This design comes from an exercise in tuning for small area, a short achievable clock period and few clock cycles per item on the open sky130 flow, not from production work. No activity file was given, so power comes from the tool's default toggle rates.

## 11-13
==> flow/design.v <==
localparam WINDOW_DEPTH    = 16;   
localparam REG_CTRL        = 8'h00;   
localparam REG_RESULT_BASE = 8'h04;
localparam REG_RESULT_MAX  = 8'h08;
localparam REG_WINDOW      = 8'h0C;   
localparam REG_STREAM      = 8'h10;   
localparam REG_STATUS      = 8'h14;
`timescale 1ns/10ps
module join_top (
  input  logic        ap_clk,
  input  logic        rst_n,
  input  logic        host_cyc,
  input  logic        host_stb,
  input  logic        host_we,
  input  logic [31:0] host_adr,
  input  logic [31:0] host_dat_w,
  output logic        host_ack,
  output logic [31:0] host_dat_r,
  output logic        mem_cyc,
  output logic        mem_stb,
  output logic        mem_we,
  output logic [31:0] mem_adr,
  output logic [31:0] mem_dat_w,
  input  logic        mem_ack,
  input  logic [31:0] mem_dat_r
);
localparam WINDOW_DEPTH    = 16;   
localparam REG_CTRL        = 8'h00;   
localparam REG_RESULT_BASE = 8'h04;
localparam REG_RESULT_MAX  = 8'h08;
localparam REG_WINDOW      = 8'h0C;   
localparam REG_STREAM      = 8'h10;   
localparam REG_STATUS      = 8'h14;
  logic        rd_ack_q;      
  logic        h_v, b_v;      
  logic        h_s, b_s;      
  logic [15:0] h_d, b_d;      
  logic [7:0]  wkey [WINDOW_DEPTH];
  logic [7:0]  wval [WINDOW_DEPTH];
  logic [3:0]  wr_ptr;        
  logic        wfull;         
  logic [7:0]  p_key;         
  logic [7:0]  p_sval;
  logic [15:0] p_mask;        
  logic        p_valid;       
  logic [31:0] result_base;
  logic [15:0] result_max;
  logic [15:0] count;
  logic        over;
  logic        room_q;        
  logic        rc_q;          
  logic        stb_q;         
  logic [27:0] dat_q;         
  logic [31:2] adr_q;         
  logic        adr_c;         
  logic [31:0] rd_q;
  logic [15:0] p_below;       
  logic [15:0] p_low;         
  logic [15:0] p_rest;
  logic        free, take, issue, pop;
  logic [3:0] p_grp;          
  logic [3:0] p_grp_below;    
  always_comb begin
    for (int g = 0; g < 4; g++) p_grp[g] = |p_mask[4*g +: 4];
    p_grp_below[0] = 1'b0;
    p_grp_below[1] = p_grp[0];
    p_grp_below[2] = p_grp[0] | p_grp[1];
    p_grp_below[3] = p_grp[0] | p_grp[1] | p_grp[2];
    for (int g = 0; g < 4; g++) begin
      p_below[4*g]     = p_grp_below[g];
      p_below[4*g + 1] = p_grp_below[g] | p_mask[4*g];
      p_below[4*g + 2] = p_grp_below[g] | p_mask[4*g] | p_mask[4*g + 1];
      p_below[4*g + 3] = p_grp_below[g] | p_mask[4*g] | p_mask[4*g + 1] | p_mask[4*g + 2];
    end
  end
  assign p_low   = p_mask & ~p_below;
  assign p_rest  = p_mask & p_below;
  assign free    = !stb_q || mem_ack;         
  assign take    = free && p_valid;           
  assign issue   = take && room_q;
  logic [3:0] p_grp2;
  logic       p_multi;
  always_comb begin
    for (int g = 0; g < 4; g++)
      p_grp2[g] = (p_mask[4*g] & (p_mask[4*g+1] | p_mask[4*g+2] | p_mask[4*g+3]))
                | (p_mask[4*g+1] & (p_mask[4*g+2] | p_mask[4*g+3]))
                | (p_mask[4*g+2] & p_mask[4*g+3]);
    p_multi = (|p_grp2)
            | (p_grp[0] & (p_grp[1] | p_grp[2] | p_grp[3]))
            | (p_grp[1] & (p_grp[2] | p_grp[3]))
            | (p_grp[2] & p_grp[3]);
  end
  assign pop     = take && (!room_q || !p_multi);   
  logic [7:0]  offset;
  logic        wr_ok, wack, w_buf, op_base, op_max, op_clr;
  assign offset  = host_adr[7:0];
  assign wr_ok   = !b_v;
  assign wack    = host_cyc && host_stb && host_we && wr_ok;
  assign w_buf   = wack && ((offset == REG_WINDOW) || (offset == REG_STREAM));
  assign op_base = wack && (offset == REG_RESULT_BASE);
  assign op_max  = wack && (offset == REG_RESULT_MAX);
  assign op_clr  = wack && (offset == REG_CTRL) && host_dat_w[0];
  always_ff @(posedge ap_clk or negedge rst_n) begin
    if (!rst_n) rd_ack_q <= 1'b0;
    else        rd_ack_q <= host_cyc && host_stb && !host_we && !rd_ack_q;
  end
  logic busy;
  assign busy = stb_q || p_valid || (h_v && h_s) || (b_v && b_s);
  always_ff @(posedge ap_clk) begin
    case (offset)
      REG_RESULT_BASE: rd_q <= result_base;
      REG_RESULT_MAX:  rd_q <= {16'h0, result_max};
      REG_STATUS:      rd_q <= {14'h0, busy, over, count};
      default:         rd_q <= '0;
    endcase
  end
  assign host_ack   = (host_cyc && host_stb && host_we && wr_ok) || rd_ack_q;
  assign host_dat_r = rd_q;
  always_ff @(posedge ap_clk or negedge rst_n) begin
    if (!rst_n) begin
      result_base <= '0;
      result_max  <= '0;
    end else begin
      if (op_base) result_base <= host_dat_w;
      if (op_max)  result_max  <= host_dat_w[15:0];
    end
  end
  logic        h_go, win_go, ld_str;
  logic [15:0] wvalid, match;    
  always_comb begin
    for (int i = 0; i < WINDOW_DEPTH; i++) begin
      wvalid[i] = wfull || (4'(i) < wr_ptr);
      match[i]  = wvalid[i] && (wkey[i] == h_d[15:8]);
    end
  end
  assign win_go = h_v && !h_s && !p_mask[wr_ptr];
  assign ld_str = h_v && h_s && !p_valid;
  logic h_nm_q, h_old_q;
  always_ff @(posedge ap_clk or negedge rst_n) begin
    if (!rst_n) begin
      h_nm_q  <= 1'b0;
      h_old_q <= 1'b0;
    end else begin
      h_nm_q  <= !(|match);
      h_old_q <= !(h_new || h_up);
    end
  end
  assign h_go   = win_go || ld_str || (h_v && h_s && h_nm_q && h_old_q);
  logic h_new, h_up, b_new;
  assign h_new = w_buf && (h_go || !h_v);
  assign h_up  = h_go && !w_buf;
  assign b_new = w_buf && h_v && !h_go;
  always_ff @(posedge ap_clk) begin
    if (h_new) begin
      h_s <= (offset == REG_STREAM);
      h_d <= host_dat_w[15:0];
    end else if (h_up) begin
      h_s <= b_s;
      h_d <= b_d;
    end
    if (b_new) begin
      b_s <= (offset == REG_STREAM);
      b_d <= host_dat_w[15:0];
    end
  end
  always_ff @(posedge ap_clk or negedge rst_n) begin
    if (!rst_n) begin
      h_v <= 1'b0;
      b_v <= 1'b0;
    end else if (op_clr) begin
      h_v <= 1'b0;
      b_v <= 1'b0;
    end else begin
      if (h_new)     h_v <= 1'b1;
      else if (h_up) h_v <= b_v;
      if (b_new)     b_v <= 1'b1;
      else if (h_go) b_v <= 1'b0;
    end
  end
  always_ff @(posedge ap_clk) begin
    for (int i = 0; i < WINDOW_DEPTH; i++) begin
      if (h_v && !h_s && (wr_ptr == 4'(i)) && !p_mask[i]) begin
        wkey[i] <= h_d[15:8];
        wval[i] <= h_d[7:0];
      end
    end
  end
  always_ff @(posedge ap_clk or negedge rst_n) begin
    if (!rst_n) begin
      wr_ptr <= '0;
      wfull  <= 1'b0;
    end else if (op_clr) begin
      wr_ptr <= '0;
      wfull  <= 1'b0;
    end else if (win_go) begin
      wr_ptr <= wr_ptr + 1'b1;
      if (wr_ptr == 4'hF) wfull <= 1'b1;
    end
  end
  always_ff @(posedge ap_clk) begin
    if (!p_valid) begin
      p_key  <= h_d[15:8];
      p_sval <= h_d[7:0];
    end
  end
  always_ff @(posedge ap_clk or negedge rst_n) begin
    if (!rst_n) begin
      p_mask  <= '0;
      p_valid <= 1'b0;
    end else if (ld_str) begin
      p_mask  <= match;
      p_valid <= |match;
    end else if (take) begin
      p_mask  <= room_q ? p_rest : '0;   
      p_valid <= !pop;
    end
  end
  logic [7:0] p_wval;
  logic [3:0] p_slot;
  always_comb begin
    p_wval = '0;
    p_slot = '0;
    for (int i = 0; i < 16; i++) begin
      p_wval = p_wval | ({8{p_low[i]}} & wval[i]);
      p_slot = p_slot | ({4{p_low[i]}} & 4'(i));
    end
  end
  always_ff @(posedge ap_clk) begin
    if (issue) dat_q <= {p_key, p_sval, p_wval, p_slot};
  end
  always_ff @(posedge ap_clk or negedge rst_n) begin
    if (!rst_n) begin
      stb_q <= 1'b0;
      count <= '0;
      over  <= 1'b0;
    end else if (op_clr) begin
      stb_q <= 1'b0;
      count <= '0;
      over  <= 1'b0;
    end else begin
      if (free) begin
        stb_q <= issue;
      end
      if (stb_q && mem_ack) count <= count + 1'b1;
      if (take && !room_q) over <= 1'b1;
    end
  end
  logic [16:0] count_p1, count_p2;
  assign count_p1 = {1'b0, count} + 17'd1;
  assign count_p2 = {1'b0, count} + 17'd2;
  always_ff @(posedge ap_clk or negedge rst_n) begin
    if (!rst_n) begin
      room_q <= 1'b0;
      rc_q   <= 1'b0;
    end else begin
      rc_q <= op_max || op_clr;
      if (rc_q)       room_q <= count < result_max;
      else if (issue) room_q <= stb_q ? (count_p2 != {1'b0, result_max})
                                      : (count_p1 != {1'b0, result_max});
    end
  end
  logic [8:0]  lo_sum, hi_sum0, hi_sum1;
  logic [16:0] adr_lo;
  assign lo_sum  = {1'b0, result_base[9:2]}   + {1'b0, count[7:0]};
  assign hi_sum0 = {1'b0, result_base[17:10]} + {1'b0, count[15:8]};
  assign hi_sum1 = {1'b0, result_base[17:10]} + {1'b0, count[15:8]} + 9'd1;
  assign adr_lo  = {lo_sum[8] ? hi_sum1 : hi_sum0, lo_sum[7:0]};
  always_ff @(posedge ap_clk) begin
    if (stb_q && mem_ack) begin
      adr_q <= adr_q + 1'b1;
      adr_c <= adr_c || (&adr_q[17:2]);
    end else begin
      {adr_c, adr_q[17:2]} <= adr_lo;
      adr_q[31:18]         <= result_base[31:18] + {13'h0, adr_c};
    end
  end
  assign mem_cyc   = stb_q;
  assign mem_stb   = stb_q;
  assign mem_we    = stb_q;
  assign mem_adr   = {adr_q, result_base[1:0]};
  assign mem_dat_w = {dat_q[27:4], 4'h0, dat_q[3:0]};
endmodule
==> flow/config.mk <==
export PLATFORM = sky130hd
export DESIGN_NAME = join_top
export DESIGN_NICKNAME = join_top
export VERILOG_FILES = /design/flow/design.v
export SDC_FILE = /design/flow/constraint.sdc
export NUM_CORES = 4
export LEC_CHECK = 0
export CAP_MARGIN = 20
export CORE_MARGIN = 2
export CORE_UTILIZATION = 55
export CTS_CLUSTER_DIAMETER = 60
export CTS_CLUSTER_SIZE = 40
export SETUP_SLACK_MARGIN = 2.8
export SLEW_MARGIN = 20
export TNS_END_PERCENT = 10
==> flow/constraint.sdc <==
create_clock -name core_clock -period 5.0 [get_ports {ap_clk}]
set_input_delay 1.0000 -clock core_clock [delete_from_list [all_inputs] [get_ports {ap_clk}]]
set_output_delay 1.0000 -clock core_clock [all_outputs]
set_load 0.01 [all_outputs]
standard.sh (not shown) runs the stock make flow with config.mk's settings and CLKGATE_MAP_FILE= SYNTH_SCRIPT=/design/flow/synth_recipe.tcl, a recipe that flattens the netlist after the stock synthesis.
==> flow/flow/run.sh <==
#!/bin/bash
# The standard layout, with the port buffers made from sky130_fd_sc_hd__buf_2
# cells instead of the cell buffer_ports picks by default. The make output goes
# to flow_make.log here; ORFS's per-step logs stay under orfs/logs.
set -euo pipefail
export BUFFER_PORTS_ARGS="-buffer_cell sky130_fd_sc_hd__buf_2"
bash standard.sh finish > flow_make.log 2>&1
11-13 | status: complete | timing, DRC, antenna: pass
Input changes introduced in 05-16 (baseline for comparison: 11-13):
diff --git a/flow/design.v b/flow/design.v
--- a/flow/design.v
+++ b/flow/design.v
@@ -133,21 +133,11 @@
       match[i]  = wvalid[i] && (wkey[i] == h_d[15:8]);
     end
   end
   assign win_go = h_v && !h_s && !p_mask[wr_ptr];
   assign ld_str = h_v && h_s && !p_valid;
-  logic h_nm_q, h_old_q;
-  always_ff @(posedge ap_clk or negedge rst_n) begin
-    if (!rst_n) begin
-      h_nm_q  <= 1'b0;
-      h_old_q <= 1'b0;
-    end else begin
-      h_nm_q  <= !(|match);
-      h_old_q <= !(h_new || h_up);
-    end
-  end
-  assign h_go   = win_go || ld_str || (h_v && h_s && h_nm_q && h_old_q);
+  assign h_go   = win_go || ld_str;
   logic h_new, h_up, b_new;
   assign h_new = w_buf && (h_go || !h_v);
   assign h_up  = h_go && !w_buf;
   assign b_new = w_buf && h_v && !h_go;
   always_ff @(posedge ap_clk) begin
==> comparison <==
- Number of rows in the core area: 11-13 vs 05-16 identical
- 05-16 does worse than 11-13 on area enclosed by the die boundary.
- When 05-16 is set beside 11-13, its maximum number of pins on one net before global-route repair turns out to be 7 larger.
- 05-16: utilization higher than 11-13
- 05-16 against 11-13; final total power is up by more than 10%.
- The run showing the smaller clock network fraction of total power is 05-16.
- | final wirelength | 05-16 vs 11-13 | 1.6% higher |
- 05-16 vs 11-13 — non-clock buffer count climbed by more than 10%
No functional check of the RTL was part of any run of this note.

-- separate check: timing with driven ports --
The flow's constraints put no driver on any port. The routed layouts listed below were extracted and timed again, unchanged, in two steps. Step 1, drivers: a clkbuf_16 drives ap_clk and a buf_2 each remaining input, both assumed. Step 2 times the ports against the registers' clock, not the clock port: input delays grow and output delays shrink by t, the midpoint of the rising clock arrivals with the driver on. Three values: ideal, step 1, step 2; two values: the first two.
| run | shift t [ns] | setup WS [ns] | slew at the worst register clock pin (ns) | pins driven straight from the clock port |
|---|---|---|---|---|
| 11-13 | 0.609 | 2.189 / 2.189 / 1.765 | 0.10 / 0.10 | 1 |
| 05-16 | 0.619 | 2.366 / 2.332 / 1.817 | 0.09 / 0.09 | 1 |
After both steps setup and hold are still met in every run listed. The setup slack of 05-16, which loses most, moves by -0.034 ns with the drivers and by -0.549 ns with both steps.
